What follows belongs to an exercise in optimizing a design on an open flow for small area; a production flow would make more cautious choices. Only simulation tests tie the RTL to the original design; equivalence was not proved. Power is estimated from default activity; no workload was simulated. The flow treats the clock pin as an ideal source, which a real chip does not have.

==> flow/design.v (excerpt) <==
module tetris_top (
    input   logic           i_clk,
    input   logic           i_res_n,
    input   logic   [8:0]   i_vram_addr,
    input   logic   [3:0]   i_pos_x,
    input   logic   [4:0]   i_pos_y,
    output  logic   [3:0]   o_block_data,
    input   logic   [14:0]  i_snes_state,
    output  logic           o_game_reset_pls,
    output  logic           o_bgm_fixed_pls
);
    function automatic logic [15:0] shape_map(input logic [2:0] kind);
        logic [15:0] m;
        case (kind)
            3'd2: m = 16'h00f0;    
            3'd3: m = 16'h0033;    
            3'd4: m = 16'h0036;    
            3'd5: m = 16'h0063;    
            3'd6: m = 16'h0071;    
            3'd7: m = 16'h0074;    
            3'd0: m = 16'h0072;    
            default: m = 16'h0071;    
        endcase
        shape_map = m;
    endfunction
    logic   w_idle;
    logic   w_addr0;
    logic   w_last;
    assign w_idle  = i_vram_addr[8] & i_vram_addr[3];
    assign w_addr0 = (i_vram_addr == 9'd0);
    assign w_last  = i_vram_addr[8] & (i_vram_addr[2:0] == 3'd7);     
    logic   [6:0]   r_btn_old;       
    logic   [6:0]   w_btn;
    logic   [6:0]   w_press;
    logic           r_fix_req;
    logic           r_clr_req;
    assign w_btn   = {i_snes_state[14:12], i_snes_state[9:6]};
    assign w_press = w_btn & ~r_btn_old;
    always_ff @(posedge i_clk or negedge i_res_n) begin
        if (!i_res_n) begin
            r_btn_old <= '0;
            r_fix_req <= 1'b0;
            r_clr_req <= 1'b0;
        end else begin
  ...
clock: 8.0 ns
lec_check: 0
cap_margin: 20
core_margin: 2
core_utilization: 65
place_density: 0.75
slew_margin: 20
cts_args: -sink_clustering_enable -repair_clock_nets -dont_use_dummy_load -buf_list sky130_fd_sc_hd__clkbuf_16 -sink_clustering_size 36 -sink_clustering_max_diameter 110
buffer_ports_args: -buffer_cell sky130_fd_sc_hd__buf_1
standard.sh (not shown) runs the stock make flow with config.mk's settings and CLKGATE_MAP_FILE= SYNTH_SCRIPT=/design/flow/synth_recipe.tcl, a recipe that flattens the netlist after the stock synthesis.
==> flow/flow/run.sh <==
#!/bin/bash
# The standard layout, with two changes appended to its config.mk:
# CTS clusters up to 36 flip-flops per clkbuf_16 leaf buffer (within 110 um) and
# inserts no dummy loads; ports are buffered with buf_1.
set -euo pipefail
cat >> config.mk <<'EOC'
export CTS_ARGS = -sink_clustering_enable -repair_clock_nets -dont_use_dummy_load -buf_list sky130_fd_sc_hd__clkbuf_16 -sink_clustering_size 36 -sink_clustering_max_diameter 110
export BUFFER_PORTS_ARGS = -buffer_cell sky130_fd_sc_hd__buf_1
EOC
bash standard.sh > standard.log 2>&1
The first run went through all stages and came out clean.
==> next run, changes <==
==> flow/flow/run.sh (replaced) <==
#!/bin/bash
# The standard layout, with two changes appended to its config.mk:
# CTS clusters up to 34 flip-flops per clkbuf_16 leaf buffer (within 110 um) and
# inserts no dummy loads; ports are buffered with buf_1.
set -euo pipefail
cat >> config.mk <<'EOC'
export CTS_ARGS = -sink_clustering_enable -repair_clock_nets -dont_use_dummy_load -buf_list sky130_fd_sc_hd__clkbuf_16 -sink_clustering_size 34 -sink_clustering_max_diameter 110
export BUFFER_PORTS_ARGS = -buffer_cell sky130_fd_sc_hd__buf_1
EOC
bash standard.sh > standard.log 2>&1
--- a/flow/config.mk
+++ b/flow/config.mk
@@ -13 +13 @@
-export CTS_ARGS = -sink_clustering_enable -repair_clock_nets -dont_use_dummy_load -buf_list sky130_fd_sc_hd__clkbuf_16 -sink_clustering_size 36 -sink_clustering_max_diameter 110
+export CTS_ARGS = -sink_clustering_enable -repair_clock_nets -dont_use_dummy_load -buf_list sky130_fd_sc_hd__clkbuf_16 -sink_clustering_size 34 -sink_clustering_max_diameter 110
- The changed run passed the timing, DRC and antenna checks
- sequential power barely changes
- cell area hardly moves
- clock power is about the same
- total power increases by 0.50%
- core utilization barely changes
- clock-buffer cell count increases by 1
- area after synthesis is unchanged
- die area stays the same
- register-to-register slack stays flat
- routed wire length increases by 0.83%
==> next run, changes <==
==> flow/flow/run.sh (replaced) <==
#!/bin/bash
# The standard layout, with two changes appended to its config.mk:
# CTS clusters up to 30 flip-flops per clkbuf_16 leaf buffer (within 80 um) and
# inserts no dummy loads; ports are buffered with buf_1.
set -euo pipefail
cat >> config.mk <<'EOC'
export CTS_ARGS = -sink_clustering_enable -repair_clock_nets -dont_use_dummy_load -buf_list sky130_fd_sc_hd__clkbuf_16 -sink_clustering_size 30 -sink_clustering_max_diameter 80
export BUFFER_PORTS_ARGS = -buffer_cell sky130_fd_sc_hd__buf_1
EOC
bash standard.sh > standard.log 2>&1
--- a/flow/config.mk
+++ b/flow/config.mk
@@ -13 +13 @@
-export CTS_ARGS = -sink_clustering_enable -repair_clock_nets -dont_use_dummy_load -buf_list sky130_fd_sc_hd__clkbuf_16 -sink_clustering_size 34 -sink_clustering_max_diameter 110
+export CTS_ARGS = -sink_clustering_enable -repair_clock_nets -dont_use_dummy_load -buf_list sky130_fd_sc_hd__clkbuf_16 -sink_clustering_size 30 -sink_clustering_max_diameter 80
Final area went up slightly.
Clock power is higher by roughly a tenth.
Power grows by a few percent.
Sequential share of layout area falls by 0.55 points.
Sequential power hardly moves.
Synthesized cell count is unchanged.
Via count rises slightly.
Maximum frequency fell slightly.
Area after synthesis is unchanged.
Wire length grows slightly.
Clock skew rose by 0.023 ns.
==> next run, changes <==
==> flow/flow/run.sh (replaced) <==
#!/bin/bash
# The standard layout, with two changes appended to its config.mk:
# CTS clusters up to 33 flip-flops per clkbuf_16 leaf buffer (within 70 um) and
# inserts no dummy loads; ports are buffered with buf_1.
set -euo pipefail
cat >> config.mk <<'EOC'
export CTS_ARGS = -sink_clustering_enable -repair_clock_nets -dont_use_dummy_load -buf_list sky130_fd_sc_hd__clkbuf_16 -sink_clustering_size 33 -sink_clustering_max_diameter 70
export BUFFER_PORTS_ARGS = -buffer_cell sky130_fd_sc_hd__buf_1
EOC
bash standard.sh > standard.log 2>&1
--- a/flow/config.mk
+++ b/flow/config.mk
@@ -13 +13 @@
-export CTS_ARGS = -sink_clustering_enable -repair_clock_nets -dont_use_dummy_load -buf_list sky130_fd_sc_hd__clkbuf_16 -sink_clustering_size 30 -sink_clustering_max_diameter 80
+export CTS_ARGS = -sink_clustering_enable -repair_clock_nets -dont_use_dummy_load -buf_list sky130_fd_sc_hd__clkbuf_16 -sink_clustering_size 33 -sink_clustering_max_diameter 70
=> The new run went through all stages and came out clean; setup slack improved by 0.013 ns; global-route usage goes up by 0.11 points; sequential cell count does not change; die area does not change.

---

Another version of the RTL of tetris_top (not shown whole).
Size: roughly 1400 cells after synthesis, about 850 flip-flops.
Settings: LEC_CHECK=0, CAP_MARGIN=20, CORE_MARGIN=2, CORE_UTILIZATION=65, PLACE_DENSITY=0.75, SLEW_MARGIN=20, CTS_ARGS=-sink_clustering_enable -repair_clock_nets -dont_use_dummy_load -buf_list sky130_fd_sc_hd__clkbuf_16 -sink_clustering_size 24 -sink_clustering_max_diameter 80, BUFFER_PORTS_ARGS=-buffer_cell sky130_fd_sc_hd__buf_1; clock period 8.0 ns.
==> flow/flow/run.sh <==
#!/bin/bash
# The standard layout, with two changes appended to its config.mk:
# CTS clusters up to 24 flip-flops per clkbuf_16 leaf buffer (within 80 um) and
# inserts no dummy loads; ports are buffered with buf_1.
set -euo pipefail
cat >> config.mk <<'EOC'
export CTS_ARGS = -sink_clustering_enable -repair_clock_nets -dont_use_dummy_load -buf_list sky130_fd_sc_hd__clkbuf_16 -sink_clustering_size 24 -sink_clustering_max_diameter 80
export BUFFER_PORTS_ARGS = -buffer_cell sky130_fd_sc_hd__buf_1
EOC
bash standard.sh > standard.log 2>&1
Change:
==> flow/flow/run.sh (replaced) <==
#!/bin/bash
# The standard layout, with two changes appended to its config.mk:
# CTS clusters up to 36 flip-flops per clkbuf_16 leaf buffer (within 60 um) and
# inserts no dummy loads; ports are buffered with buf_1.
set -euo pipefail
cat >> config.mk <<'EOC'
export CTS_ARGS = -sink_clustering_enable -repair_clock_nets -dont_use_dummy_load -buf_list sky130_fd_sc_hd__clkbuf_16 -sink_clustering_size 36 -sink_clustering_max_diameter 60
export BUFFER_PORTS_ARGS = -buffer_cell sky130_fd_sc_hd__buf_1
EOC
bash standard.sh > standard.log 2>&1
--- a/flow/config.mk
+++ b/flow/config.mk
@@ -10,2 +10,2 @@
-export CORE_UTILIZATION = 65
-export PLACE_DENSITY = 0.75
+export CORE_UTILIZATION = 70
+export PLACE_DENSITY = 0.85
@@ -13 +13 @@
-export CTS_ARGS = -sink_clustering_enable -repair_clock_nets -dont_use_dummy_load -buf_list sky130_fd_sc_hd__clkbuf_16 -sink_clustering_size 24 -sink_clustering_max_diameter 80
+export CTS_ARGS = -sink_clustering_enable -repair_clock_nets -dont_use_dummy_load -buf_list sky130_fd_sc_hd__clkbuf_16 -sink_clustering_size 36 -sink_clustering_max_diameter 60
Outcome: The new run produced a clean layout; sequential power hardly moves; synthesized area is unchanged; clock power drops by about 7%; sequential share of layout area climbs by 0.69 points; wire length climbs by 14%; maximum frequency drops by 3.3%; worst hold slack degrades by 5.0 ps; via count climbs by 2.7%; cell count drops by 1.0%; design area drops by 0.87%; worst setup slack degrades by 130 ps.

[afterwards: timing with drivers on the ports]
The flow's constraints put no driver on any port. The routed layouts listed below were extracted and timed again, unchanged, in two steps. Step 1 sets driving cells, clkbuf_16 on the clock port and buf_2 on the other inputs (assumed; they add their load-dependent delay and slew). Step 2 times the ports against the registers' clock, not the clock port: input delays grow and output delays shrink by t, the midpoint of the rising clock arrivals with the driver on. Slacks: ideal ports / drivers / drivers and shift; pairs: ideal ports / drivers.
run	t, ns	setup slack, ns	clock arrival spread, ns
the first run of note 1	0.606	4.038 / 4.060 / 3.454	0.035 / 0.034
the second run of note 1	0.621	4.032 / 4.054 / 3.433	0.033 / 0.033
the third run of note 1	0.562	3.965 / 3.987 / 3.425	0.046 / 0.046
the fourth run of note 1	0.553	3.978 / 3.998 / 3.445	0.070 / 0.070
the first run of note 2	0.565	4.219 / 4.242 / 3.677	0.054 / 0.054
the second run of note 2	0.557	4.088 / 4.114 / 3.557	0.087 / 0.087
After both steps every run listed still meets setup and hold. For the second run of note 1, which loses most, drivers alone change the setup slack by +0.022 ns; drivers and shift together by -0.599 ns.
